What follows belongs to an exercise in optimizing a design on an open flow for small area, a short achievable clock period and few clock cycles per item; a production flow would make more cautious choices. In this exercise RTL edits were held to simulation tests only and were not proved equivalent to the original.

--- flow/config.mk ---
export PLATFORM = sky130hd
export DESIGN_NAME = semi_discrete_ot_averaged_sgd
export DESIGN_NICKNAME = semi_discrete_ot_averaged_sgd
export VERILOG_FILES = /design/flow/design.v
export SDC_FILE = /design/flow/constraint.sdc
export NUM_CORES = 4
export LEC_CHECK = 0
export CAP_MARGIN = 20
export CORE_MARGIN = 2
export CORE_UTILIZATION = 40
export PLACE_DENSITY = 0.6
export SETUP_SLACK_MARGIN = 4.0
export SLEW_MARGIN = 20
--- flow/constraint.sdc ---
create_clock -name core_clock -period 11.0 [get_ports {clock}]
set_input_delay 2.2000 -clock core_clock [delete_from_list [all_inputs] [get_ports {clock}]]
set_output_delay 2.2000 -clock core_clock [all_outputs]
set_load 0.01 [all_outputs]
--- flow/design.v ---
package sdot_pkg;
   localparam int DEF_ROWS        = 16;
   localparam int DEF_MAX_COLUMNS = 1048576;
   localparam int VAL_W  = 32;   
   localparam int GAIN_W = 24;   
   localparam int RIU_W  = 5;    
   localparam int CSR_W  = 24;   
   localparam int IDX_W  = 2;    
   localparam int DIV_W  = 48;   
   localparam int DVR_W  = 24;   
   localparam logic [IDX_W-1:0] CSR_STEP_GAIN   = 2'd0;
   localparam logic [IDX_W-1:0] CSR_ROWS_IN_USE = 2'd1;
endpackage
module sdot_ram #(
   parameter int WIDTH = 32,
   parameter int DEPTH = 16
) (
   input  logic                     clock,
   input  logic                     wr_en,
   input  logic [$clog2(DEPTH)-1:0] wr_addr,
   input  logic [WIDTH-1:0]         wr_data,
   input  logic [$clog2(DEPTH)-1:0] rd_addr,
   output logic [WIDTH-1:0]         rd_data
);
   logic [WIDTH-1:0] mem_ff [DEPTH];
   logic [WIDTH-1:0] rd_data_ff;
   always_ff @(posedge clock) begin
      if (wr_en) begin
         mem_ff[wr_addr] <= wr_data;
      end
      rd_data_ff <= mem_ff[rd_addr];
   end
   assign rd_data = rd_data_ff;
endmodule
import sdot_pkg::*;
module sdot_div (
   input  logic             clock,
   input  logic             reset,
   input  logic             start,
   input  logic [sdot_pkg::DIV_W-1:0] dividend,
   input  logic [sdot_pkg::DVR_W-1:0] divisor,
   output logic             done,
   output logic [sdot_pkg::DIV_W-1:0] quotient
);
   localparam int CNT_W = $clog2(DIV_W);
   logic             busy_ff, busy_in;
   logic             done_ff, done_in;
   logic [CNT_W-1:0] cnt_ff, cnt_in;
   logic [DVR_W-1:0] rem_ff, rem_in;
   logic [DVR_W-1:0] dvs_ff, dvs_in;
   logic [DIV_W-1:0] quo_ff, quo_in;
   logic [DVR_W:0]   rem_sh;
   always_comb begin
      busy_in = busy_ff;
      done_in = 1'b0;
      cnt_in  = cnt_ff;
      rem_in  = rem_ff;
      dvs_in  = dvs_ff;
      quo_in  = quo_ff;
      rem_sh  = {rem_ff, quo_ff[DIV_W-1]};
      if (start) begin
         busy_in = 1'b1;
         cnt_in  = '0;
         rem_in  = '0;
         dvs_in  = divisor;
         quo_in  = dividend;
      end else if (busy_ff) begin
         if (rem_sh >= {1'b0, dvs_ff}) begin
            rem_in = DVR_W'(rem_sh - {1'b0, dvs_ff});
            quo_in = {quo_ff[DIV_W-2:0], 1'b1};
         end else begin
            rem_in = rem_sh[DVR_W-1:0];
            quo_in = {quo_ff[DIV_W-2:0], 1'b0};
         end
         cnt_in = cnt_ff + 1'b1;
         if (cnt_ff == CNT_W'(DIV_W - 1)) begin
            busy_in = 1'b0;
            done_in = 1'b1;
         end
      end
   end
   always_ff @(posedge clock) begin
      if (reset) begin
         busy_ff <= 1'b0;
         done_ff <= 1'b0;
         cnt_ff  <= '0;
      end else begin
         busy_ff <= busy_in;
         done_ff <= done_in;
         cnt_ff  <= cnt_in;
      end
      rem_ff <= rem_in;
      dvs_ff <= dvs_in;
      quo_ff <= quo_in;
   end
   assign done     = done_ff;
   assign quotient = quo_ff;
endmodule
import sdot_pkg::*;
module semi_discrete_ot_averaged_sgd #(
   parameter int ROWS        = sdot_pkg::DEF_ROWS,
   parameter int MAX_COLUMNS = sdot_pkg::DEF_MAX_COLUMNS
) (
   input  logic             clock,
   input  logic             reset,
   input  logic             req_valid,
   output logic             req_stall,
   input  logic [31:0]      req_cost,
   input  logic             req_final_column,
   output logic             rsp_valid,
   input  logic             rsp_stall,
   output logic [3:0]       rsp_potential_index,
   output logic [31:0]      rsp_potential_value,
   output logic             rsp_last_of_run,
   input  logic             csr_write,
   input  logic [sdot_pkg::IDX_W-1:0] csr_index,
   input  logic [sdot_pkg::CSR_W-1:0] csr_data
);
   localparam int L    = 5;                                
   localparam int M    = 16 - L;                           
   localparam int RSPC = 3;                                
   localparam logic [19:0] NMAX = 20'd1048575;
   localparam logic [65:0] BK  = 66'h15555555600000000;    
   function automatic logic [31:0] sat32_l(input logic signed [33:0] x);
      if (x > 34'sh0_7FFF_FFFF)       sat32_l = 32'h7FFF_FFFF;
      else if (x < -34'sh0_8000_0000) sat32_l = 32'h8000_0000;
      else                            sat32_l = x[31:0];
   endfunction
   function automatic logic neg3(input logic [34:0] a, input logic [34:0] b, input logic [34:0] c);
      logic [34:0] nb, nc, s, cy, r;
      nb   = ~b;
      nc   = ~c;
      s    = a ^ nb ^ nc;
      cy   = ((a & nb) | (a & nc) | (nb & nc)) << 1;
      r    = s + cy + 35'd2;
      neg3 = r[34];
   endfunction
   logic [23:0] gain_ff;
   logic [4:0]  q, qm1, per, meff;     
   logic [4:0]  q_n;
   always_comb begin
      if (csr_data[4:0] < 5'd2)       q_n = 5'd2;
      else if (csr_data[4:0] > 5'd16) q_n = 5'd16;
      else                            q_n = csr_data[4:0];
   end
   wire csr_gain = csr_write && (csr_index == CSR_STEP_GAIN);
   wire csr_riu  = csr_write && (csr_index == CSR_ROWS_IN_USE);
   logic [4:0]  hr;                  
   logic        ib_v, ib_fin;        
   logic [31:0] ib_cost;
   logic [19:0] k_cnt;               
   logic        k0, k1;              
   logic [19:0] k_nx;
   logic [3:0]  cur_row;             
   logic        fl_act;              
   logic        fl_z;                
   logic [4:0]  fl_ptr;
   logic        out_act;             
   logic [4:0]  out_ptr;
   logic [4:0]  ft_ptr;              
   logic [23:0] u_rise;              
   logic [24:0] u_rme;               
   logic [31:0] u_m;                 
   logic [4:0]  u_l;                 
   logic [3:0]  a_reg;               
   logic signed [32:0] cmp_min;
   logic [3:0]  cmp_arg;
   logic [31:0] r0_d, r0_v;
   logic [31:0] dp2, dm2, v2, c2, m2;
   logic [4:0]  l2, row2;
   logic        act2, cst2, col1_2, fl2, last2;
   logic [31:0] ax3, d3, v3, m3;
   logic [4:0]  l3, row3;
   logic        neg3_r, act3, fl3;
   logic [65:0] ps4, pc4;                
   logic [31:0] d4, v4;
   logic [4:0]  l4, row4;
   logic        neg4, act4, fl4;
   logic [31:0] quo5, d5, v5;
   logic [4:0]  row5;
   logic        neg5, act5, fl5;
   logic [M-1:0][31:0] f_d;
   logic [M-1:0][31:0] f_v;
   logic        rsp_v_ff, rsp_last_ff;
   logic [3:0]  rsp_idx_ff;
   logic [31:0] rsp_val_ff;
   logic [47:0] g2;                  
   logic        g2_vld, gsq3, gsq4;
   logic [19:0] en_idx, en_n;
   logic [21:0] en_n3;
   logic [1:0]  en_st;               
   logic [19:0] en_r1, en_r2;
   logic [3:0]  en_p, en_nib, en_rc, en_nb;
   logic        en_nibv, en_last, en_sd;
   logic [29:0] en_R;
   logic [23:0] en_e;
   logic [31:0] en_m;
   logic [4:0]  en_l;
   logic        dq_busy, dq_rdy;
   logic [4:0]  dq_rem;
   logic [23:0] dq_w, dq_eta;
   logic [31:0] dq_m;
   logic [4:0]  dq_l;
   logic [3:0]  dq_cnt;
   logic        e_vld, r_vld;        
   logic [23:0] e_rise;
   logic [24:0] e_rme;
   logic [31:0] r_m;
   logic [4:0]  r_l;
   logic        rv, hr0, c_vld, fl_here, fl_go, c_here, c_ok, acc, act, uload, zin, col1;
   logic [23:0] rise_s;
   logic [24:0] rme_s;
   logic [31:0] m_e;
   logic [4:0]  l_e;
   logic [33:0] sp, sm;
   logic [31:0] dp, dm, vin;
   always_comb begin
      rv      = hr < q;
      hr0     = (hr == 5'd0);
      c_vld   = e_vld && r_vld;
      fl_here = fl_act && rv && (hr == fl_ptr);
      fl_go   = fl_here && ((fl_ptr != 5'd0) || (c_vld && !out_act));
      c_here  = ib_v && rv && (hr == {1'b0, cur_row});
      if (k0)
         c_ok = !fl_act || (fl_ptr > hr) || fl_go;
      else
         c_ok = (!hr0 || c_vld) && !(k1 && out_act && (hr >= out_ptr));
      acc    = c_here && c_ok;
      act    = fl_go || (acc && !k0);
      uload  = act && hr0;
      zin    = (acc && k1) || (fl_go && fl_z);
      col1   = acc && k0;
      rise_s = hr0 ? e_rise : u_rise;
      rme_s  = hr0 ? e_rme  : u_rme;
      m_e    = hr0 ? r_m    : u_m;
      l_e    = hr0 ? r_l    : u_l;
      sp     = {{2{r0_d[31]}}, r0_d} + {10'd0, rise_s};
      sm     = {{2{r0_d[31]}}, r0_d} + {{9{rme_s[24]}}, rme_s};
      if (zin) begin
         dp = {8'd0, rise_s};
         dm = {{7{rme_s[24]}}, rme_s};
      end else if (act) begin
         dp = sat32_l($signed(sp));
         dm = sat32_l($signed(sm));
      end else begin
         dp = r0_d;
         dm = r0_d;
      end
      vin    = zin ? 32'd0 : r0_v;
      k_nx   = k_cnt;
      if (acc && (hr == qm1)) begin
         if (ib_fin)              k_nx = 20'd0;
         else if (k_cnt != NMAX)  k_nx = k_cnt + 20'd1;
      end
   end
   assign req_stall = ib_v && !acc;
   logic        sel2, take2, ltp, ltm;
   logic [31:0] dsel2, cp2, cm2;
   logic [32:0] dfp, dfm, diff2, x2, xb2;
   logic [31:0] ax2;
   logic        neg2;
   always_comb begin
      sel2  = act2 && (row2 == {1'b0, a_reg});
      cp2   = col1_2 ? 32'd0 : dp2;
      cm2   = col1_2 ? 32'd0 : dm2;
      dfp   = {c2[31], c2} - {cp2[31], cp2};
      dfm   = {c2[31], c2} - {cm2[31], cm2};
      ltp   = neg3({{3{c2[31]}}, c2}, {{3{cp2[31]}}, cp2}, {{2{cmp_min[32]}}, cmp_min});
      ltm   = neg3({{3{c2[31]}}, c2}, {{3{cm2[31]}}, cm2}, {{2{cmp_min[32]}}, cmp_min});
      take2 = (row2 == 5'd0) || (sel2 ? ltm : ltp);
      diff2 = sel2 ? dfm : dfp;
      dsel2 = sel2 ? dm2 : dp2;
      x2    = {dsel2[31], dsel2} - {v2[31], v2};
      xb2   = {v2[31], v2} - {dsel2[31], dsel2};
      neg2  = x2[32];
      ax2   = neg2 ? xb2[31:0] : x2[31:0];
   end
   logic [17:0][65:0] pt0;
   logic [11:0][65:0] pt1;
   logic [7:0][65:0]  pt2;
   logic [5:0][65:0]  pt3;
   logic [3:0][65:0]  pt4;
   logic [2:0][65:0]  pt5;
   logic [1:0][65:0]  pt6;
   always_comb begin : b_booth
      logic [34:0] mx;
      logic [33:0] mag, pp;
      logic        b0, b1, b2, ng, one, two;
      logic [65:0] negv;
      mx   = {2'b01, m3, 1'b0};
      negv = 66'd0;
      for (int i = 0; i < 17; i++) begin
         b0  = mx[2*i];
         b1  = mx[2*i+1];
         b2  = mx[2*i+2];
         ng  = b2 && !(b1 && b0);
         one = b1 ^ b0;
         two = (b2 && !b1 && !b0) || (!b2 && b1 && b0);
         mag = one ? {2'b00, ax3} : (two ? {1'b0, ax3, 1'b0} : 34'd0);
         pp  = ng ? ~mag : mag;
         pt0[i]    = {32'd0, !pp[33], pp[32:0]} << (2 * i);
         negv[2*i] = ng;
      end
      pt0[17] = BK | negv;
   end
   always_comb begin : b_tree
      for (int g = 0; g < 6; g++) begin
         pt1[2*g]   = pt0[3*g] ^ pt0[3*g+1] ^ pt0[3*g+2];
         pt1[2*g+1] = ((pt0[3*g] & pt0[3*g+1]) | (pt0[3*g] & pt0[3*g+2]) | (pt0[3*g+1] & pt0[3*g+2])) << 1;
      end
      for (int g = 0; g < 4; g++) begin
         pt2[2*g]   = pt1[3*g] ^ pt1[3*g+1] ^ pt1[3*g+2];
         pt2[2*g+1] = ((pt1[3*g] & pt1[3*g+1]) | (pt1[3*g] & pt1[3*g+2]) | (pt1[3*g+1] & pt1[3*g+2])) << 1;
      end
      for (int g = 0; g < 2; g++) begin
         pt3[2*g]   = pt2[3*g] ^ pt2[3*g+1] ^ pt2[3*g+2];
         pt3[2*g+1] = ((pt2[3*g] & pt2[3*g+1]) | (pt2[3*g] & pt2[3*g+2]) | (pt2[3*g+1] & pt2[3*g+2])) << 1;
      end
      pt3[4] = pt2[6];
      pt3[5] = pt2[7];
      for (int g = 0; g < 2; g++) begin
         pt4[2*g]   = pt3[3*g] ^ pt3[3*g+1] ^ pt3[3*g+2];
         pt4[2*g+1] = ((pt3[3*g] & pt3[3*g+1]) | (pt3[3*g] & pt3[3*g+2]) | (pt3[3*g+1] & pt3[3*g+2])) << 1;
      end
      pt5[0] = pt4[0] ^ pt4[1] ^ pt4[2];
      pt5[1] = ((pt4[0] & pt4[1]) | (pt4[0] & pt4[2]) | (pt4[1] & pt4[2])) << 1;
      pt5[2] = pt4[3];
      pt6[0] = pt5[0] ^ pt5[1] ^ pt5[2];
      pt6[1] = ((pt5[0] & pt5[1]) | (pt5[0] & pt5[2]) | (pt5[1] & pt5[2])) << 1;
   end
   logic [65:0] sum4;
   logic [32:0] t4;
   logic [31:0] quo4, t_v;
   logic        t_cand, t_ld;
   always_comb begin
      sum4 = ps4 + pc4;
      t4   = sum4[64:32];
      quo4 = 32'(t4 >> l4);
      if (!act5)     t_v = v5;
      else if (neg5) t_v = v5 - quo5;
      else           t_v = v5 + quo5;
      t_cand = out_act && (row5 == out_ptr) && (fl5 || (row5 < ft_ptr));
      t_ld   = t_cand && (!rsp_v_ff || !rsp_stall);
   end
   always_ff @(posedge clock) begin
      r0_d <= (meff == 5'd0) ? d5  : f_d[0];
      r0_v <= (meff == 5'd0) ? t_v : f_v[0];
      for (int i = 0; i < M; i++) begin
         if (i == M - 1 || meff == 5'(i + 1)) begin
            f_d[i] <= d5;
            f_v[i] <= t_v;
         end else begin
            f_d[i] <= f_d[(i + 1 < M) ? i + 1 : i];
            f_v[i] <= f_v[(i + 1 < M) ? i + 1 : i];
         end
      end
      dp2  <= dp;
      dm2  <= dm;
      v2   <= vin;
      c2   <= ib_cost;
      m2   <= m_e;
      l2   <= l_e;
      row2 <= hr;
      ax3    <= csr_gain ? {8'd0, csr_data} : ax2;
      neg3_r <= neg2;
      d3     <= dsel2;
      v3     <= v2;
      m3     <= csr_gain ? {8'd0, csr_data} : m2;
      l3     <= l2;
      row3   <= row2;
      ps4  <= pt6[0];
      pc4  <= pt6[1];
      neg4 <= neg3_r;
      d4   <= d3;
      v4   <= v3;
      l4   <= l3;
      row4 <= row3;
      quo5 <= quo4;
      neg5 <= neg4;
      d5   <= d4;
      v5   <= v4;
      row5 <= row4;
   end
   always_ff @(posedge clock) begin
      if (reset) begin
         act2   <= 1'b0;
         cst2   <= 1'b0;
         col1_2 <= 1'b0;
         fl2    <= 1'b0;
         last2  <= 1'b0;
         act3   <= 1'b0;
         fl3    <= 1'b0;
         act4   <= 1'b0;
         fl4    <= 1'b0;
         act5   <= 1'b0;
         fl5    <= 1'b0;
      end else begin
         act2   <= act;
         cst2   <= acc;
         col1_2 <= col1;
         fl2    <= fl_go;
         last2  <= acc && (hr == qm1);
         act3   <= act2;
         fl3    <= fl2;
         act4   <= act3;
         fl4    <= fl3;
         act5   <= act4;
         fl5    <= fl4;
      end
   end
   always_ff @(posedge clock) begin
      if (reset) begin
         gain_ff    <= 24'd65536;
         q          <= 5'd16;
         qm1        <= 5'd15;
         per        <= 5'd16;
         meff       <= 5'(16 - L);
         hr         <= 5'd0;
         ib_v       <= 1'b0;
         k_cnt      <= 20'd0;
         k0         <= 1'b1;
         k1         <= 1'b0;
         cur_row    <= 4'd0;
         fl_act     <= 1'b0;
         fl_z       <= 1'b0;
         fl_ptr     <= 5'd0;
         out_act    <= 1'b0;
         out_ptr    <= 5'd0;
         ft_ptr     <= 5'd0;
         rsp_v_ff   <= 1'b0;
      end else begin
         if (csr_gain) gain_ff <= csr_data[23:0];
         if (csr_riu) begin
            q    <= q_n;
            qm1  <= q_n - 5'd1;
            per  <= (q_n > 5'(L)) ? q_n : 5'(L);
            meff <= (q_n > 5'(L)) ? (q_n - 5'(L)) : 5'd0;
         end
         if (csr_riu || (hr == per - 5'd1)) hr <= 5'd0;
         else                               hr <= hr + 5'd1;
         if (!ib_v || acc) ib_v <= req_valid;
         k_cnt <= k_nx;
         k0    <= (k_nx == 20'd0);
         k1    <= (k_nx == 20'd1);
         if (fl_go) begin
            fl_ptr <= fl_ptr + 5'd1;
            if (fl_ptr == qm1) fl_act <= 1'b0;
         end
         if (acc) begin
            if (hr == qm1) begin
               cur_row <= 4'd0;
               if (ib_fin) begin
                  fl_act <= 1'b1;
                  fl_ptr <= 5'd0;
                  fl_z   <= k0;
               end
            end else begin
               cur_row <= cur_row + 4'd1;
            end
         end
         if (fl5) ft_ptr <= ft_ptr + 5'd1;
         if (t_ld) begin
            rsp_v_ff <= 1'b1;
            out_ptr  <= out_ptr + 5'd1;
            if (row5 == qm1) out_act <= 1'b0;
         end else if (!rsp_stall) begin
            rsp_v_ff <= 1'b0;
         end
         if (fl_go && (fl_ptr == 5'd0)) begin
            out_act <= 1'b1;
            out_ptr <= 5'd0;
            ft_ptr  <= 5'd0;
         end
      end
   end
   always_ff @(posedge clock) begin
      if (!ib_v || acc) begin
         ib_cost <= req_cost;
         ib_fin  <= req_final_column;
      end
      if (uload) begin
         u_rise <= e_rise;
         u_rme  <= e_rme;
         u_m    <= r_m;
         u_l    <= r_l;
      end
      if (cst2 && take2) begin
         cmp_min <= diff2;
         cmp_arg <= row2[3:0];
      end
      if (cst2 && last2) a_reg <= take2 ? row2[3:0] : cmp_arg;
      if (t_ld) begin
         rsp_idx_ff  <= row5[3:0];
         rsp_val_ff  <= t_v;
         rsp_last_ff <= (row5 == qm1);
      end
   end
   assign rsp_valid           = rsp_v_ff;
   assign rsp_potential_index = rsp_idx_ff;
   assign rsp_potential_value = rsp_val_ff;
   assign rsp_last_of_run     = rsp_last_ff;
   logic restart_q;
   always_ff @(posedge clock) restart_q <= !reset && (csr_write || (uload && fl_go));
   wire restart = reset || restart_q;
   function automatic logic [21:0] div4(input logic [19:0] r, input logic [1:0] b,
                                         input logic [19:0] n, input logic [21:0] n3);
      logic [21:0] rs;
      logic [22:0] t1, t2, t3;
      rs = {r, b};
      t1 = {1'b0, rs} - {3'b000, n};
      t2 = {1'b0, rs} - {2'b00, n, 1'b0};
      t3 = {1'b0, rs} - {1'b0, n3};
      if (!t3[22])      div4 = {2'd3, t3[19:0]};
      else if (!t2[22]) div4 = {2'd2, t2[19:0]};
      else if (!t1[22]) div4 = {2'd1, t1[19:0]};
      else              div4 = {2'd0, rs[19:0]};
   endfunction
   logic [3:0] g2_skip;
   always_comb begin
      g2_skip = 4'd11;
      for (int i = 10; i >= 0; i--) if (g2[47-4*i -: 4] != 4'd0) g2_skip = 4'(i);
   end
   logic [3:0]  gn_nib;
   logic [19:0] gn_r1;
   logic [29:0] sq_R_n;
   logic [23:0] sq_e_n;
   logic [19:0] rc_r2_n;
   logic [31:0] rc_m_n;
   always_comb begin : b_eng
      logic [21:0] o1, o2;
      logic [3:0]  nb;
      logic [29:0] rr;
      logic [30:0] t1, t2, t3;
      nb     = en_nb;
      o1     = div4(en_r1, nb[3:2], en_n, en_n3);
      o2     = div4(o1[19:0], nb[1:0], en_n, en_n3);
      gn_nib = {o1[21:20], o2[21:20]};
      gn_r1  = o2[19:0];
      rr = {en_R[25:0], en_nib};
      t1 = {1'b0, rr} - {4'd0, en_e[22:0], 3'd1};
      t2 = {1'b0, rr} - {3'd0, en_e[22:0], 4'd4};
      t3 = {1'b0, rr} - ({3'd0, en_e[22:0], 4'd0} + {4'd0, en_e[22:0], 3'd0} + 31'd9);
      if (!t3[30]) begin
         sq_R_n = t3[29:0]; sq_e_n = {en_e[21:0], 2'd3};
      end else if (!t2[30]) begin
         sq_R_n = t2[29:0]; sq_e_n = {en_e[21:0], 2'd2};
      end else if (!t1[30]) begin
         sq_R_n = t1[29:0]; sq_e_n = {en_e[21:0], 2'd1};
      end else begin
         sq_R_n = rr;       sq_e_n = {en_e[21:0], 2'd0};
      end
      o1      = div4(en_r2, 2'd0, en_n, en_n3);
      o2      = div4(o1[19:0], 2'd0, en_n, en_n3);
      rc_r2_n = o2[19:0];
      rc_m_n  = {en_m[27:0], o1[21:20], o2[21:20]};
   end
   logic [19:0] su_nm1;
   logic [4:0]  su_l;
   logic [20:0] su_r0;
   always_comb begin
      su_nm1 = en_idx - 20'd1;
      su_l   = 5'd0;
      for (int i = 0; i < 20; i++) if (su_nm1[i]) su_l = 5'(i + 1);
      su_r0  = (21'd1 << su_l) - {1'b0, en_idx};
   end
   logic [4:0]  dq_rem_n;
   logic [23:0] dq_w_n;
   always_comb begin : b_dq
      logic [5:0] rs, df;
      dq_rem_n = dq_rem;
      dq_w_n   = dq_w;
      for (int i = 0; i < RSPC; i++) begin
         rs = {dq_rem_n, dq_w_n[23]};
         df = rs - {1'b0, q};
         if (!df[5]) begin
            dq_rem_n = df[4:0];
            dq_w_n   = {dq_w_n[22:0], 1'b1};
         end else begin
            dq_rem_n = rs[4:0];
            dq_w_n   = {dq_w_n[22:0], 1'b0};
         end
      end
   end
   wire        dq_free = !dq_busy && !dq_rdy;
   wire        sq_fin  = en_nibv && en_last;
   wire        en_fin  = (en_st == 2'd1) && (sq_fin || en_sd) && en_rc[3];
   wire [23:0] e_fin   = sq_fin ? sq_e_n : en_e;
   wire [31:0] m_fin   = (en_rc == 4'd8) ? (en_m + {31'd0, (en_r2 != 20'd0)}) : en_m;
   wire        dq_take = dq_free && (en_fin || (en_st == 2'd3));
   wire        en_go   = ((en_st == 2'd0) || dq_take) && ((en_idx == 20'd1) || g2_vld);
   wire        e_take  = dq_rdy && !e_vld;
   always_ff @(posedge clock) begin
      if (reset) begin
         g2     <= 48'd1 << 32;
         g2_vld <= 1'b1;
         gsq3   <= 1'b0;
         gsq4   <= 1'b0;
      end else begin
         gsq3 <= csr_gain;
         gsq4 <= gsq3;
         if (gsq4) g2 <= {sum4[47:32] - gain_ff[15:0], sum4[31:0]};
         if (csr_gain || gsq3) g2_vld <= 1'b0;
         else if (gsq4)        g2_vld <= 1'b1;
      end
      if (restart) begin
         en_idx  <= 20'd1;
         en_st   <= 2'd0;
         dq_busy <= 1'b0;
         dq_rdy  <= 1'b0;
         e_vld   <= 1'b0;
         r_vld   <= 1'b0;
      end else begin
         if (en_go) begin
            if (en_idx != NMAX) en_idx <= en_idx + 20'd1;
            if (en_idx == 20'd1) begin
               en_e  <= gain_ff;
               en_m  <= 32'd0;
               en_l  <= 5'd0;
               en_st <= 2'd3;
            end else begin
               en_n    <= en_idx;
               en_n3   <= {2'b00, en_idx} + {1'b0, en_idx, 1'b0};
               en_r1   <= 20'd0;
               en_p    <= g2_skip;
               en_nb   <= g2[47 - 4 * g2_skip -: 4];
               en_nibv <= 1'b0;
               en_last <= 1'b0;
               en_R    <= 30'd0;
               en_e    <= 24'd0;
               en_r2   <= su_r0[19:0];
               en_m    <= 32'd0;
               en_l    <= su_l;
               en_rc   <= 4'd0;
               en_sd   <= 1'b0;
               en_st   <= 2'd1;
            end
         end else if (dq_take) begin
            en_st <= 2'd0;
         end else if (en_fin) begin
            en_e  <= e_fin;
            en_m  <= m_fin;
            en_st <= 2'd3;
         end else if (en_st == 2'd1) begin
            en_r1   <= gn_r1;
            en_nib  <= gn_nib;
            en_nibv <= !en_last && !en_sd;
            if (en_p == 4'd11) en_last <= 1'b1;
            else begin
               en_p  <= en_p + 4'd1;
               en_nb <= g2[43 - 4 * en_p -: 4];
            end
            if (en_nibv) begin
               en_R <= sq_R_n;
               en_e <= sq_e_n;
               if (en_last) en_sd <= 1'b1;
            end
            if (en_rc < 4'd8) begin
               en_r2 <= rc_r2_n;
               en_m  <= rc_m_n;
               en_rc <= en_rc + 4'd1;
            end else if (en_rc == 4'd8) begin
               en_m  <= m_fin;
               en_rc <= 4'd9;
            end
         end
         if (dq_take) begin
            dq_busy <= 1'b1;
            dq_rem  <= 5'd0;
            dq_w    <= (en_st == 2'd3) ? en_e : e_fin;
            dq_eta  <= (en_st == 2'd3) ? en_e : e_fin;
            dq_m    <= (en_st == 2'd3) ? en_m : m_fin;
            dq_l    <= en_l;
            dq_cnt  <= 4'd0;
         end else if (dq_busy) begin
            dq_rem <= dq_rem_n;
            dq_w   <= dq_w_n;
            dq_cnt <= dq_cnt + 4'd1;
            if (dq_cnt == 4'(24 / RSPC - 1)) begin
               dq_busy <= 1'b0;
               dq_rdy  <= 1'b1;
            end
         end else if (e_take) begin
            dq_rdy <= 1'b0;
         end
         if (e_take) begin
            e_vld  <= 1'b1;
            r_vld  <= 1'b1;
            e_rise <= dq_w;
            e_rme  <= {1'b0, dq_w} - {1'b0, dq_eta};
            r_m    <= dq_m;
            r_l    <= dq_l;
         end else if (uload) begin
            e_vld  <= 1'b0;
            r_vld  <= 1'b0;
         end
      end
   end
endmodule
--- flow/run.sh ---
#!/bin/bash
# synth_recipe.tcl (not shown) runs the flow's synth.tcl, then flattens the netlist and writes it again
# the make line also repeats each setting of config.mk as NAME=value (left out here)
make -C /OpenROAD-flow-scripts/flow DESIGN_CONFIG=/design/flow/config.mk WORK_HOME=/design/flow/orfs CLKGATE_MAP_FILE= SYNTH_SCRIPT=/design/flow/synth_recipe.tcl finish
==> summary.txt, run 1 <==
outcome: finished clean
global route overflow: 0
buffers added on ports: 102
CP Capture Type: register
worst slew pin tran: 1.146 ns
largest net degree at the start of global routing: 102
final worst-path cycle share: 61.49%
CTS Buf Count: 225
fill cell count: 32510
GRT Total Usage: 23.00%
Max Fanout on Critical Path: 30
Synth area leader: dfxtp_1
Ys Warns: 1
critical path class: reg2reg
TritonCTS clock tree: done
Die Y: 585.1 um
top post-synthesis cells by area: dfxtp_1, edfxtp_1, ha_1
layout cells sized above 1: 9.363%
CP arrival: 7.37 ns
HP Class: reg2reg
Net Count, Synth: 15810
commonest non-fill, non-tap cell in the layout: dfxtp_1
number of synthesized flops with an enable pin: 564
top-area cell type share of the netlist area: 23.15%
Hold Buf Count CTS: 0
GPL Wtd Cong: 0.9374
DIE WIDTH: 585.1 um
hpwl dp: 294.2 mm
Top FF cell, synth: dfxtp_1
Seq cells post-synth: 2126
Async SR Flop Fraction: 0%
Total Wirelength: 402.2 mm
Max Slew Vio Count: 0
vias: 102100
Core Area: 336300 um2
Clk pin slew, worst setup/hold paths: 0.07 ns
nets@finish: 15530
H-tree Lvls: 4
Worst EP required: 11.60 ns
clk buf depth: 4
R2R cell count: 26
total of max-cap violations: 0
hold slack: 0.2784 ns
starting density of the core: 40.17%
Final TNS setup: 0 ns
post-layout min period: 6.764 ns
vias in the first global route: 99980
Max Freq: 0.1478 GHz
Worst-Skew Late Latency: 0.96 ns
Clock Sink Count: 2126
initial antenna violation count: 17
CP Launch Type: register
Relative slew margins: 22.37%
unrepaired setup endpoints after global routing: false
synthesized cell area: 135100 um2
Rows: 213
first-pass detailed-route iteration total: 6
hold-critical path depth: 0
vias per cell: 5.502
Layout area overhead: 10.08%
Clock Skew: 0.1121 ns
Hold Vio Cnt, Final: 0
post-synthesis sequential area ratio: 35.69%
Synth cell types: 122
syn_area_per_cell: 9.565 um2
commonest cells after routing, fill and taps aside: dfxtp_1, nand2_1, ha_1
first-pass GRT wire length: 612.9 mm
drt drc: 0
die area: 342400 um2
Iter 0 DRT Violations: 8378
num ports: 103
wire per inst: 21.66 um
Largest regs: f_d (352), f_v (352), ps4 (65)
clk root buf: clkbuf_16
Gate Count Post-Synth: 14120
Final Setup Violations: 0
antenna viol nets, final: 0
area by class of cell:
type | count | area, um2 | share of cell area, %
Timing Repair Buffer | 289 | 2507 | 1.686
Tap cell | 4515 | 5649 | 3.799
Clock buffer | 317 | 6576 | 4.422
Antenna cell | 16 | 40.04 | 0.02693
Clock inverter | 102 | 1290 | 0.8675
Inverter | 1045 | 3926 | 2.640
Sequential cell | 2126 | 48220 | 32.42
Multi-Input combinational cell | 10160 | 80500 | 54.13
cell usage after synthesis, types with 60 or more instances:
master / count
dfxtp_1: 1562
fa_1: 572
nor3_1: 210
and2_1: 96
or3_1: 75
mux2i_1: 200
a211oi_1: 129
o21bai_1: 77
xor2_1: 294
o31ai_1: 60
o21a_1: 104
a22oi_1: 497
and3_1: 90
ha_1: 1048
a31oi_1: 88
nand4_1: 87
nand3_1: 176
o21ai_0: 832
inv_1: 1029
mux2_2: 492
nand2b_1: 121
a21oi_1: 748
buf_1: 107
edfxtp_1: 564
nor2b_1: 119
nand2_1: 1276
xnor2_1: 898
nor2_1: 831
a21o_1: 247
clkbuf_1: 660
path summary, 6_finish.rpt:
check	startpoint	end	slack, ns
worst max-delay path	en_n[1]	en_r2[18]	4.24
worst min-delay path	l3[3]	l4[3]	0.28
worst max register to register	en_n[1]	en_r2[18]	4.24
worst min register to register	l3[3]	l4[3]	0.28
cell families (layout without fill, tap and decap cells):
family	Yosys count	in the layout	share of synthesized area (%)
AOI/OAI and AO/OA	3356	3356	16.21
and+or+nand+nor	3272	3272	11.09
DFF	2126	2126	35.69
buffers and inverters	1842	1753	5.162
adders and majority gates	1620	1620	18.18
xor gates and xnor gates	1193	1193	7.740
muxes	714	714	5.935
other	0	16	0
metal layers:
metal | vias up | GRT usage, % | part of all wire (%)
li1 | 48830 | - | -
met5 | - | 0.1121 | 0.019
met1 | 49230 | 30.67 | 44
met4 | 6 | 11.00 | 5.2
met2 | 3314 | 36.59 | 45
met3 | 768 | 3.316 | 6.3
stage by stage:
step | setup WS, ns | area, um2 | utilization [%] | instances
final | 4.236 | 148700 | 44.21 | 18570
after global routing | 3.988 | 148700 | 44.21 | 18560
after CTS | 4.022 | 148400 | 44.11 | 18540
after detailed placement | 3.157 | 140400 | 41.74 | 18120
after global placement | 3.230 | 140400 | 41.74 | 18120
after floorplan | 4.837 | 135100 | - | 14120
repair_timing:
item / 4_1_cts / 5_1_grt
gates cloned: 0 / 0
endpoints found under the setup margin: 43 / 60
resized for setup: 25 / 53
pin swaps: 2 / 4
buffers inserted: 2 / 8
critical path, cell delays in order, from the launching register on:
cell and delay, ns:
edfxtp_1 0.44, inv_1 0.17, buf_4 0.28, ha_1 0.26, nor2b_1 0.14, o31ai_2 0.35
a21oi_2 0.17, a21oi_1 0.26, a31oi_2 0.19, a41o_1 0.28, buf_4 0.23, o21ai_1 0.26
and2_1 0.25, ha_1 0.30, a211oi_1 0.26, nor2_1 0.12, o21bai_1 0.19, a31oi_1 0.17
o22a_1 0.28, a211o_1 0.30, a31oi_1 0.32, and3_4 0.26, a31oi_4 0.03, buf_4 0.26
mux2_2 0.31, a211oi_1 0.30, a211oi_1 0.07
Testbench counts, summed over its fixed seeds: cycles 5,021, columns 374.
==> inputs of run 2 (changes only) <==
--- a/flow/config.mk
+++ b/flow/config.mk
@@ -11,3 +11,3 @@
 export PLACE_DENSITY = 0.6
-export SETUP_SLACK_MARGIN = 4.0
+export SETUP_SLACK_MARGIN = 3.0
 export SLEW_MARGIN = 20
==> summary.txt, run 2 <==
outcome: finished clean
hold slack: 0.2783 ns
global route overflow: 0
post-synthesis sequential area ratio: 35.69%
Final TNS setup: 0 ns
Max Fanout on Critical Path: 23
CP arrival: 8.25 ns
vias per cell: 5.500
Post-synth top cells: dfxtp_1, nand2_1, ha_1, inv_1, xnor2_1
Net Count, Synth: 15810
Rows: 213
commonest cells after routing, fill and taps aside: dfxtp_1, nand2_1, ha_1
H-tree Lvls: 4
Gate Count Post-Synth: 14120
Clock Skew: 0.1128 ns
Seq cells post-synth: 2126
buffers added on ports: 102
CP Capture Type: register
Top FF cell, synth: dfxtp_1
Worst EP required: 11.66 ns
GRT Total Usage: 22.99%
commonest non-fill, non-tap cell in the layout: dfxtp_1
top-area cell type share of the netlist area: 23.15%
Ys Warns: 1
starting density of the core: 40.17%
top-count cell post-synth: dfxtp_1
non-filler cells, final: 18560
final worst-path cycle share: 69.00%
Total Wirelength: 401.8 mm
drt drc: 0
number of synthesized flops with an enable pin: 564
max incr delay on CP: 0.64 ns
TritonCTS clock tree: done
multi-input logic area: 80290 um2
HP Class: reg2reg
Max Freq: 0.1317 GHz
Synth Area in XOR/XNOR: 7.740%
FF+latch area: 48210 um2
post-layout min period: 7.590 ns
Max Slew Vio Count: 0
wire per inst: 21.65 um
largest net degree at the start of global routing: 102
critical path class: reg2reg
dpl cells: 18120
Hold Buf Count CTS: 0
DIE WIDTH: 585.1 um
total of max-cap violations: 0
Largest regs: f_d (352), f_v (352), ps4 (65)
Iter 0 DRT Violations: 8553
worst slew pin tran: 1.156 ns
unrepaired setup endpoints after global routing: true
CTS Buf Count: 225
share of synthesized area spent on multiplexers: 5.935%
CP Launch Type: register
most used cell, CP: o21ai_0
Worst-Skew Late Latency: 0.96 ns
GPL Wtd Cong: 0.9374
Async SR Flop Fraction: 0%
Clock Sink Count: 2126
first-pass detailed-route iteration total: 6
syn_area_per_cell: 9.565 um2
fill cell count: 32510
largest family of logic cells by synthesized area: adder cells
num ports: 103
Die Y: 585.1 um
layout cells sized above 1: 9.040%
Synth Area in Simple Gates: 11.09%
clk buf depth: 4
first-pass GRT wire length: 612.5 mm
Layout area overhead: 9.841%
Core Area: 336300 um2
nets@finish: 15520
die area: 342400 um2
Compound-Gate Fraction of Synth Area: 16.21%
antenna viol nets, final: 0
clk root buf: clkbuf_16
vias: 102100
top post-synthesis cells by area: dfxtp_1, edfxtp_1, ha_1
Clk pin slew, worst setup/hold paths: 0.06 ns
vias in the first global route: 99890
Synth cell types: 122
initial antenna violation count: 17
hpwl dp: 294.2 mm
CP max-delay cell: o21ai_0
Relative slew margins: 22.76%
synthesized cell area: 135100 um2
Hold Vio Cnt, Final: 0
crit-path cells: buf_4 > ha_1 > inv_1 > fa_1 > a211oi_1 > o21ai_0 > a21oi_1 > o211ai_1 > a21oi_1 > o31ai_1 > a21o_1 > o21ai_0 > ha_1 > a21o_1 > nand2_1 > and3_1 > nor3_1 > o21ai_0 > a31oi_1 > o41ai_2 > and4_1 > a31o_2 > nand3_2 > o311ai_0
Post-Synth Adder-Cell Area: 18.18%
Final Setup Violations: 0
Synth area leader: dfxtp_1
[run 2: metal layers]
layer,global-route usage [%],vias up,part of all wire [%]
li1,-,48820,-
met1,30.67,49240,44
met2,36.54,3235,45
met3,3.298,775,6.2
met4,11.01,6,5.3
met5,0.1121,-,0.019
[run 2: cell families (layout without fill, tap and decap cells)]
logic type,Yosys count,count (layout)
adder cells (fa/ha/maj),1620,1620
AO/OA/AOI/OAI,3356,3356
flip-flops,2126,2126
AND/OR/NAND/NOR,3272,3272
other,0,18
multiplexers,714,714
XOR/XNOR,1193,1193
buffers and inverters,1842,1745
[run 2: through the flow]
| step | area (um2) | util (%) | worst slack (ns) |
|---|---|---|---|
| after floorplan | 135100 | - | 4.837 |
| after global placement | 140400 | 41.74 | 3.230 |
| after detailed placement | 140400 | 41.74 | 3.157 |
| after CTS | 148300 | 44.08 | 3.038 |
| after global routing | 148400 | 44.11 | 2.950 |
| final | 148400 | 44.12 | 3.410 |
[run 2: worst paths after layout]
path               end  slack [ns]  depth (start not counted)  startpoint
min reg2reg      l4[3]        0.28                          0       l3[3]
min              l4[3]        0.28                          0       l3[3]
max reg2reg  en_r1[19]        3.41                         24    en_n3[0]
max          en_r1[19]        3.41                         24    en_n3[0]
[run 2: critical path, delay by kind of cell, from the launching register on]
family	cells	cell delay [ns]
buffers and inverters	2	0.33
AOI/OAI and AO/OA	14	4.57
adders and majority gates	3	1.06
and+or+nand+nor	5	1.07
DFF	1	0.33
[run 2: area by class of cell]
| cell class | instances | share of cell area [%] |
|---|---|---|
| Clock inverter | 102 | 0.8694 |
| Tap cell | 4515 | 3.807 |
| Antenna cell | 18 | 0.03036 |
| Clock buffer | 317 | 4.432 |
| Sequential cell | 2126 | 32.49 |
| Timing Repair Buffer | 281 | 1.614 |
| Inverter | 1045 | 2.644 |
| Multi-Input combinational cell | 10160 | 54.11 |
[run 2: what timing repair did]
action | 4_1_cts | 5_1_grt
gates resized for setup | 0 | 5
endpoints found under the setup margin | 0 | 28
buffers inserted | 0 | 2
==> inputs of run 3 (changes only) <==
--- a/flow/config.mk
+++ b/flow/config.mk
@@ -11,3 +11,3 @@
 export PLACE_DENSITY = 0.6
-export SETUP_SLACK_MARGIN = 3.0
+export SETUP_SLACK_MARGIN = 5.0
 export SLEW_MARGIN = 20
==> summary.txt, run 3 <==
outcome: finished clean
Seq cells post-synth: 2126
hpwl dp: 295.0 mm
Synth cell types: 122
Worst-Skew Late Latency: 0.96 ns
vias: 103500
reg-to-reg slack, setup: 5.09 ns
top post-synthesis cells by area: dfxtp_1, edfxtp_1, ha_1
antenna viol nets, final: 0
starting density of the core: 40.17%
H-tree Lvls: 4
most used cell, CP: buf_4
top-count cell post-synth: dfxtp_1
FF+latch area: 48250 um2
CP max-delay cell: a2111oi_1
final worst-path cycle share: 53.71%
Synth area leader: dfxtp_1
Core Area: 336300 um2
unrepaired setup endpoints after global routing: true
first-pass detailed-route iteration total: 5
number of synthesized flops with an enable pin: 564
Hold Buf Count CTS: 0
initial antenna violation count: 13
nets@finish: 15720
Clock Skew: 0.08781 ns
die area: 342400 um2
Ys Warns: 1
layout cells sized above 1: 12.31%
num ports: 103
Worst Hold Path EP: v5[0]
Largest regs: f_d (352), f_v (352), ps4 (65)
Net Count, Synth: 15810
Gate Count Post-Synth: 14120
CP Capture Type: register
GRT Total Usage: 23.30%
vias per cell: 5.518
synthesized cell area: 135100 um2
launch point of the worst hold path: v4[0]
hold-critical path depth: 0
CP arrival: 6.52 ns
first-pass GRT wire length: 619.8 mm
Clk pin slew, worst setup/hold paths: 0.07 ns
Max Fanout on Critical Path: 10
Die Y: 585.1 um
Layout area overhead: 12.66%
critical path class: reg2reg
crit-path cells: clkinvlp_4 > buf_4 > buf_4 > fa_1 > a21o_1 > a41oi_1 > nand3_1 > a41oi_4 > o41ai_1 > a2111oi_1 > o221a_2 > a21bo_2 > inv_2 > ha_1 > a211o_1 > a21oi_1 > a211o_4 > nor2_4 > buf_4 > a22oi_1 > o21ai_1
Total Wirelength: 411.6 mm
Reg-to-Reg Start: en_n[1]
top-area cell type share of the netlist area: 23.15%
Post-synth top cells: dfxtp_1, nand2_1, ha_1, inv_1, xnor2_1
Clock Sink Count: 2126
CTS Buf Count: 225
R2R cell count: 21
largest net degree at the start of global routing: 103
max incr delay on CP: 0.59 ns
Hold Vio Cnt, Final: 0
fill cell count: 32150
syn_area_per_cell: 9.565 um2
Max Slew Vio Count: 0
CP Launch Type: register
clk root buf: clkbuf_16
post-synthesis sequential area ratio: 35.69%
commonest non-fill, non-tap cell in the layout: dfxtp_1
Relative slew margins: 25.12%
HP Class: reg2reg
Rows: 213
Top FF cell, synth: dfxtp_1
commonest cells after routing, fill and taps aside: dfxtp_1, nand2_1, ha_1
TritonCTS clock tree: done
Worst EP required: 11.61 ns
drt drc: 0
vias in the first global route: 100200
clk buf depth: 4
DIE WIDTH: 585.1 um
Iter 0 DRT Violations: 8324
Max Freq: 0.1692 GHz
worst slew pin tran: 1.123 ns
wire per inst: 21.94 um
GPL Wtd Cong: 0.9434
Final TNS setup: 0 ns
total of max-cap violations: 0
Final Setup Violations: 0
post-layout min period: 5.909 ns
multi-input logic area: 82150 um2
global route overflow: 0
buffers added on ports: 102
r2r endpoint: en_r1[6]
Async SR Flop Fraction: 0%
==> run 3: cell types whose count changed in the layout (fill, tap and decap cells not counted), moves of 18 or more <==
| cell | change |
|---|---|
| a21oi_1 | -33 |
| o21ai_1 | +18 |
| clkinvlp_4 | +22 |
| ha_1 | -33 |
| inv_1 | -29 |
| buf_4 | +154 |
| o21ai_2 | +24 |
| a31oi_1 | -18 |
| o21ai_0 | -46 |
| a21oi_2 | +24 |
| ha_4 | +21 |
==> run 3: logic make-up after synthesis <==
| family | after synthesis | share of synthesized area [%] |
|---|---|---|
| AO/OA/AOI/OAI | 3356 | 16.21 |
| AND/OR/NAND/NOR | 3272 | 11.09 |
| flip-flops | 2126 | 35.69 |
| buffers and inverters | 1842 | 5.162 |
| adder cells (fa/ha/maj) | 1620 | 18.18 |
| XOR/XNOR | 1193 | 7.740 |
| multiplexers | 714 | 5.935 |
==> run 3: final cells by class <==
class	instances	area share, %
antenna	13	0.02138
timing repair buffer	476	2.776
clock inverter	112	0.9331
tap	4515	3.712
sequential	2126	31.70
clock buffer	305	4.245
inverter	1045	2.637
multi-input combinational	10160	53.98
==> run 3: worst max-delay path by stage <==
stage / from / endpoint / slack [ns] / cells past startpoint
after CTS: row2[2] / ax3[19] / 5.00 / 19
after global routing: en_n3[0] / en_r1[8] / 4.85 / 29
after detailed placement: en_n[1] / en_r1[18] / 2.83 / 25
after global placement: en_n[1] / en_r1[18] / 2.82 / 25
after floorplan: en_n[1] / en_r2[3] / 5.00 / 27
final: en_n[1] / en_r1[6] / 5.09 / 21
==> run 3: metal layers <==
layer  track usage (%)  share of wire, %  wire (um)
met2             36.83                45     183600
met1             31.41                44     181500
met5           0.07005            0.0051         21
met4             10.86               5.1      21110
met3             3.286               6.2      25420
==> run 3: what timing repair did <==
| action | 4_1_cts | 5_1_grt |
|---|---|---|
| endpoints found under the setup margin | 192 | 185 |
| resized for setup | 222 | 254 |
| buffers inserted | 89 | 106 |
| pin swaps | 46 | 111 |
| gates cloned | 7 | 8 |
==> run 3: critical path, delay by kind of cell (launching register included) <==
kind / cells / cell delay (ns)
fa+ha+maj: 2 / 0.66
flops: 1 / 0.39
buf+inv: 5 / 0.80
compound gates: 12 / 3.45
simple gates: 2 / 0.29
==> run 3: stage by stage <==
stage / hold WS [ns] / util [%] / worst slack (ns) / cells / cell area [um2]
after detailed placement: 0.3121 / 41.74 / 2.835 / 18120 / 140400
final: 0.2663 / 45.25 / 5.091 / 18760 / 152200
after floorplan: 0.3096 / - / 4.996 / 14120 / 135100
after CTS: 0.2612 / 44.59 / 4.997 / 18630 / 150000
after global placement: 0.3099 / 41.73 / 2.822 / 18110 / 140400
after global routing: 0.2604 / 45.25 / 4.848 / 18750 / 152200
==> inputs of run 4 (changes only) <==
==> flow/flow/run.sh (new file) <==
#!/bin/bash
set -euo pipefail
bash standard.sh SETUP_SLACK_MARGIN=6.0 finish > standard_flow.log 2>&1
==> flow/standard.sh (new file) <==
#!/bin/bash
# synth_recipe.tcl (not shown) runs the flow's synth.tcl, then flattens the netlist and writes it again
# the make line also repeats each setting of config.mk as NAME=value (left out here)
make -C /OpenROAD-flow-scripts/flow DESIGN_CONFIG=/design/flow/config.mk WORK_HOME=/design/flow/orfs CLKGATE_MAP_FILE= SYNTH_SCRIPT=/design/flow/synth_recipe.tcl "${@:-finish}"
--- a/flow/config.mk
+++ b/flow/config.mk
@@ -11,3 +11,2 @@
 export PLACE_DENSITY = 0.6
-export SETUP_SLACK_MARGIN = 5.0
 export SLEW_MARGIN = 20
removed: flow/run.sh
==> summary.txt, run 4 <==
outcome: finished clean
Final TNS setup: 0 ns
Clk pin slew, worst setup/hold paths: 0.06 ns
Final Setup Violations: 0
H-tree Lvls: 4
top-count cell post-synth: dfxtp_1
synthesized cell area: 135100 um2
largest net degree at the start of global routing: 76
multi-input logic area: 86130 um2
buffers added on ports: 102
max incr delay on CP: 0.52 ns
antenna viol nets, final: 0
initial antenna violation count: 17
Clock Skew: 0.1301 ns
die area: 342400 um2
Synth cell types: 122
drt drc: 0
Max Slew Vio Count: 0
Async SR Flop Fraction: 0%
Crit path max-delay family: compound AO/OA/AOI/OAI gates
Total Wirelength: 444.5 mm
layout cells sized above 1: 18.82%
HP Class: reg2reg
Largest regs: f_d (352), f_v (352), ps4 (65)
FF+latch area: 48320 um2
CP arrival: 6.41 ns
Clock Sink Count: 2126
Place WS: 3.796 ns
Synth area leader: dfxtp_1
DIE WIDTH: 585.1 um
Die Y: 585.1 um
worst slew pin tran: 1.100 ns
Rows: 213
Layout area overhead: 19.92%
wire per inst: 23.09 um
CTS Buf Count: 229
Seq cells post-synth: 2126
Hold Buf Count CTS: 0
unrepaired setup endpoints after global routing: true
final worst-path cycle share: 52.72%
Post-synth top cells: dfxtp_1, nand2_1, ha_1, inv_1, xnor2_1
first-pass GRT wire length: 658.7 mm
Worst EP required: 11.61 ns
most used cell, CP: buf_4
starting density of the core: 40.17%
Buf/Inv on CP: 10
hpwl dp: 303.5 mm
syn_area_per_cell: 9.565 um2
non-filler cells, final: 19250
Gate Count Post-Synth: 14120
dpl cells: 18100
top-area cell type share of the netlist area: 23.15%
CP max-delay cell: edfxtp_1
vias in the first global route: 105000
GPL Wtd Cong: 0.9522
Worst-Skew Late Latency: 0.97 ns
post-synthesis sequential area ratio: 35.69%
first-pass detailed-route iteration total: 6
clk buf depth: 4
GRT Total Usage: 24.88%
Ys Warns: 1
Net Count, Synth: 15810
Top FF cell, synth: dfxtp_1
Hold Vio Cnt, Final: 0
CP Launch Type: register
commonest cells after routing, fill and taps aside: dfxtp_1, nand2_1, inv_1
Max Fanout on Critical Path: 7
critical path class: reg2reg
clk root buf: clkbuf_16
post-layout min period: 5.800 ns
Core Area: 336300 um2
vias: 108300
nets@finish: 16210
top post-synthesis cells by area: dfxtp_1, edfxtp_1, ha_1
Iter 0 DRT Violations: 10560
worst setup margin: 5.200 ns
CP Capture Type: register
Relative slew margins: 24.75%
fill cell count: 31190
num ports: 103
global route overflow: 0
Max Freq: 0.1724 GHz
TritonCTS clock tree: done
number of synthesized flops with an enable pin: 564
commonest non-fill, non-tap cell in the layout: dfxtp_1
vias per cell: 5.624
total of max-cap violations: 0
-- run 4: changes by cell type in the layout (fill, tap and decap cells not counted), sizes merged, moves of 4 or more --
cell / delta
nor2: +5
bufinv: +5
inv: +4
clkbuf: +5
clkinvlp: +7
diode: +4
buf: +453
clkinv: +4
bufbuf: +10
-- run 4: logic make-up (layout without fill, tap and decap cells) --
logic type	count (synthesis)	count (layout)	synth area share, %
buffers and inverters	1842	2424	5.162
XOR/XNOR	1193	1194	7.740
multiplexers	714	714	5.935
flip-flops	2126	2126	35.69
other	0	17	0
adder cells (fa/ha/maj)	1620	1620	18.18
AO/OA/AOI/OAI	3356	3360	16.21
AND/OR/NAND/NOR	3272	3283	11.09
-- run 4: routing by layer --
layer  vias up  GRT usage [%]  wire length, um
met5         -              0               64
met4        10          14.01            28350
met3      1145          3.686            31530
met2      4258          38.77           196900
met1     52610          32.99           187700
li1      50260              -                -
-- run 4: path summary, 6_finish.rpt --
kind | start | to | slack [ns] | depth (start not counted)
hold reg to reg | v4[16] | v5[16] | 0.26 | 0
setup reg to reg | en_r2[7] | en_r2[18] | 5.20 | 30
hold / removal | v4[16] | v5[16] | 0.26 | 0
setup / recovery | en_r2[7] | en_r2[18] | 5.20 | 30
-- run 4: final cells by class --
cell class	count	area share, %
inverter	1045	2.550
timing repair inverter	2	0.006179
timing repair buffer	947	6.068
clock inverter	130	0.9863
sequential	2126	29.83
antenna	17	0.02626
clock buffer	300	3.883
tap	4515	3.487
multi-input combinational	10170	53.16
-- run 4: per-stage QoR --
stage               utilization [%]  cell area, um2  hold WS [ns]
floorplan                         -          135800        0.3096
global placement              41.83          140700        0.3097
detailed placement            41.84          140700        0.3121
CTS                           46.66          156900        0.2464
global route                  48.16          162000        0.2540
finish                        48.17          162000        0.2591
-- run 4: what timing repair did --
item	in CTS	in global routing
cloned	43	15
setup endpoints to repair	410	403
pin swaps	311	432
buffers inserted	399	243
resized for setup	837	601
==> inputs of run 5 (changes only) <==
--- a/flow/design.v
+++ b/flow/design.v
@@ -150,2 +150,4 @@
    logic [31:0] ib_cost;
+   logic        ib1_v, ib1_fin;      
+   logic [31:0] ib1_cost;
    logic [19:0] k_cnt;               
@@ -255,3 +257,4 @@
    end
-   assign req_stall = ib_v && !acc;
+   assign req_stall = ib1_v;
+   wire   ib_in     = req_valid && !ib1_v;
    logic        sel2, take2, ltp, ltm;
@@ -419,2 +422,3 @@
          ib_v       <= 1'b0;
+         ib1_v      <= 1'b0;
          k_cnt      <= 20'd0;
@@ -440,3 +444,9 @@
          else                               hr <= hr + 5'd1;
-         if (!ib_v || acc) ib_v <= req_valid;
+         if (acc) begin
+            ib_v  <= ib1_v || ib_in;
+            ib1_v <= 1'b0;
+         end else if (ib_in) begin
+            if (ib_v) ib1_v <= 1'b1;
+            else      ib_v  <= 1'b1;
+         end
          k_cnt <= k_nx;
@@ -476,3 +486,6 @@
    always_ff @(posedge clock) begin
-      if (!ib_v || acc) begin
+      if (acc && ib1_v) begin
+         ib_cost <= ib1_cost;
+         ib_fin  <= ib1_fin;
+      end else if (!ib_v || acc) begin
          ib_cost <= req_cost;
@@ -480,2 +493,6 @@
       end
+      if (ib_v && !acc && !ib1_v) begin
+         ib1_cost <= req_cost;
+         ib1_fin  <= req_final_column;
+      end
       if (uload) begin
==> flow/run.sh (new file) <==
#!/bin/bash
# synth_recipe.tcl (not shown) runs the flow's synth.tcl, then flattens the netlist and writes it again
# the make line also repeats each setting of config.mk as NAME=value (left out here)
make -C /OpenROAD-flow-scripts/flow DESIGN_CONFIG=/design/flow/config.mk WORK_HOME=/design/flow/orfs CLKGATE_MAP_FILE= SYNTH_SCRIPT=/design/flow/synth_recipe.tcl finish
--- a/flow/config.mk
+++ b/flow/config.mk
@@ -9,4 +9,5 @@
 export CORE_MARGIN = 2
-export CORE_UTILIZATION = 40
-export PLACE_DENSITY = 0.6
+export CORE_UTILIZATION = 55
+export PLACE_DENSITY = 0.68
+export SETUP_SLACK_MARGIN = 5.0
 export SLEW_MARGIN = 20
removed: flow/flow/run.sh
removed: flow/standard.sh
==> summary.txt, run 5 <==
outcome: finished clean
top-area cell type share of the netlist area: 22.94%
unrepaired setup endpoints after global routing: true
buffers added on ports: 102
Layout area overhead: 10.95%
Largest regs: f_d (352), f_v (352), ps4 (65)
nets@finish: 16420
final worst-path cycle share: 58.68%
clk root buf: clkbuf_16
Place WS: 3.225 ns
commonest cells after routing, fill and taps aside: nand2_1, dfxtp_1, ha_1
die area: 252000 um2
DIE WIDTH: 502 um
top post-synthesis cells by area: dfxtp_1, edfxtp_1, ha_1
hpwl dp: 292.4 mm
fill cell count: 21030
hold slack: 0.2869 ns
global route overflow: 0
num ports: 103
vias in the first global route: 105300
Hold Vio Cnt, Final: 0
Max Fanout on Critical Path: 8
post-synthesis sequential area ratio: 36.08%
Die Y: 502 um
Worst-Skew Late Latency: 0.92 ns
CP arrival: 7.05 ns
Relative slew margins: 22.60%
Ys Warns: 1
critical path class: reg2reg
Seq cells post-synth: 2160
number of synthesized flops with an enable pin: 597
Synth cell types: 103
starting density of the core: 55.41%
Final Setup Violations: 0
worst setup margin: 4.545 ns
Final TNS setup: 0 ns
Iter 0 DRT Violations: 10350
Clk pin slew, worst setup/hold paths: 0.07 ns
GPL Wtd Cong: 0.9870
vias per cell: 5.949
HP Class: reg2reg
first-pass detailed-route iteration total: 9
TritonCTS clock tree: done
Max Freq: 0.1549 GHz
Post-synth top cells: nand2_1, dfxtp_1, ha_1, inv_1, xnor2_1
wire per inst: 22.46 um
total of max-cap violations: 0
CTS Buf Count: 213
Worst EP required: 11.59 ns
worst slew pin tran: 1.129 ns
synthesized cell area: 136400 um2
most used cell, CP: buf_6
CP Capture Type: register
syn_area_per_cell: 9.171 um2
Synth area leader: dfxtp_1
Max Slew Vio Count: 0
post-layout min period: 6.455 ns
vias: 108500
Core Area: 246200 um2
layout cells sized above 1: 9.133%
multi-input logic area: 82080 um2
Top FF cell, synth: dfxtp_1
Clock Sink Count: 2160
GRT Total Usage: 31.93%
commonest non-fill, non-tap cell in the layout: nand2_1
Rows: 182
Async SR Flop Fraction: 0%
CP Launch Type: register
clk buf depth: 3
H-tree Lvls: 4
first-pass GRT wire length: 626.2 mm
top-count cell post-synth: nand2_1
Total Wirelength: 409.7 mm
FF+latch area: 49240 um2
antenna viol nets, final: 0
CP max-delay cell: a2111oi_4
largest net degree at the start of global routing: 109
initial antenna violation count: 12
max incr delay on CP: 0.53 ns
Net Count, Synth: 16560
drt drc: 0
Clock Skew: 0.1003 ns
Gate Count Post-Synth: 14870
-- run 5: cell types whose count changed after synthesis, moves of 19 or more --
cell       change
edfxtp_1      +33
clkbuf_1     +105
a21o_1        +45
o22ai_1       +19
o2bb2ai_1     -21
buf_1         -49
mux2_2       -277
nand2_1      +955
a21oi_1       -41
-- run 5: final timing paths --
check	from	endpoint	slack, ns	depth (start not counted)
setup reg to reg	en_n[1]	en_r2[19]	4.55	28
hold / removal	d3[27]	d4[27]	0.29	0
setup / recovery	en_n[1]	en_r2[19]	4.55	28
hold reg to reg	d3[27]	d4[27]	0.29	0
-- run 5: critical path, delay by kind of cell (launching register included) --
kind,cells,cell delay (ns)
muxes,1,0.33
DFF,1,0.40
AOI/OAI and AO/OA,14,3.36
and+or+nand+nor,5,0.67
adders and majority gates,2,0.43
buffers and inverters,6,0.98
-- run 5: metal layers --
metal | global-route usage (%) | vias to the layer above | part of all wire (%)
li1 | - | 51080 | -
met3 | 5.798 | 977 | 8.2
met5 | 0 | - | 0.0032
met4 | 16.17 | 2 | 5.8
met2 | 50.86 | 4447 | 45
met1 | 41.60 | 52040 | 41
-- run 5: timing repair --
action                     CTS  global route
resized for setup          257            80
buffers inserted           143            32
hold buffers                 0             0
pin swaps                   93            59
setup endpoints to repair  177           209
gates cloned                12             5
-- run 5: final cells by class --
type | count | share of cell area [%]
Tap cell | 3312 | 2.738
Multi-Input combinational cell | 10850 | 54.24
Clock buffer | 291 | 3.984
Inverter | 1039 | 2.623
Timing Repair Buffer | 473 | 2.843
Antenna cell | 8 | 0.01323
Clock inverter | 110 | 1.018
Sequential cell | 2160 | 32.54
Timing Repair inverter | 1 | 0.004961
-- run 5: cell families (layout without fill, tap and decap cells) --
kind of cell             after synthesis  count (layout)  synth area share [%]
other                                  0               8                     0
adder cells (fa/ha/maj)             1621            1621                 18.02
XOR/XNOR                            1186            1186                 7.621
AND/OR/NAND/NOR                     4261            4268                 13.69
AO/OA/AOI/OAI                       3348            3349                 15.94
flip-flops                          2160            2160                 36.08
multiplexers                         426             426                 3.479
buffers and inverters               1872            1914                 5.165
-- run 5: stage by stage --
| stage | instances | utilization (%) | area (um2) |
|---|---|---|---|
| 2_1_floorplan | 14870 | - | 136700 |
| 3_3_place_gp | 17640 | 57.07 | 140500 |
| 3_5_place_dp | 17640 | 57.07 | 140500 |
| 4_1_cts | 18200 | 61.21 | 150700 |
| 5_1_grt | 18240 | 61.47 | 151300 |
| 6_report | 18240 | 61.48 | 151300 |
Testbench counts of run 5, summed over its fixed seeds: cycles 5,021, columns 374.

## port drivers added, routing unchanged
No port has a modelled driver above. Below, the same layouts with a new extraction and two added sets of constraints.
Step 1 (the two cells are an assumption about what drives the block):
set clk [get_ports {clock}]
set_driving_cell -lib_cell sky130_fd_sc_hd__clkbuf_16 $clk
set_driving_cell -lib_cell sky130_fd_sc_hd__buf_2 [delete_from_list [all_inputs] $clk]
Step 2, shift: input delay + t, output delay - t, t = (earliest + latest rising clock arrival at the registers) / 2. This alone moves slack from input paths to output paths.
Slacks: ideal ports / drivers / drivers and shift; pairs: ideal ports / drivers.
run	t (ns)	slack for setup (ns)	hold WS [ns]	latest minus earliest clock arrival (ns)	worst slew at a driven data input, ns
run 1	1.009	4.236 / 4.236 / 4.236	0.278 / 0.278 / 0.278	0.114 / 0.114	0.30
run 2	1.008	3.410 / 3.410 / 3.410	0.278 / 0.278 / 0.278	0.114 / 0.114	0.29
run 3	1.016	5.091 / 5.077 / 5.091	0.266 / 0.266 / 0.266	0.105 / 0.105	0.28
run 4	1.006	5.200 / 5.200 / 5.200	0.259 / 0.259 / 0.259	0.131 / 0.131	0.28
run 5	0.964	4.545 / 4.545 / 4.545	0.287 / 0.287 / 0.287	0.107 / 0.107	0.14
After both steps every run listed still meets setup and hold.
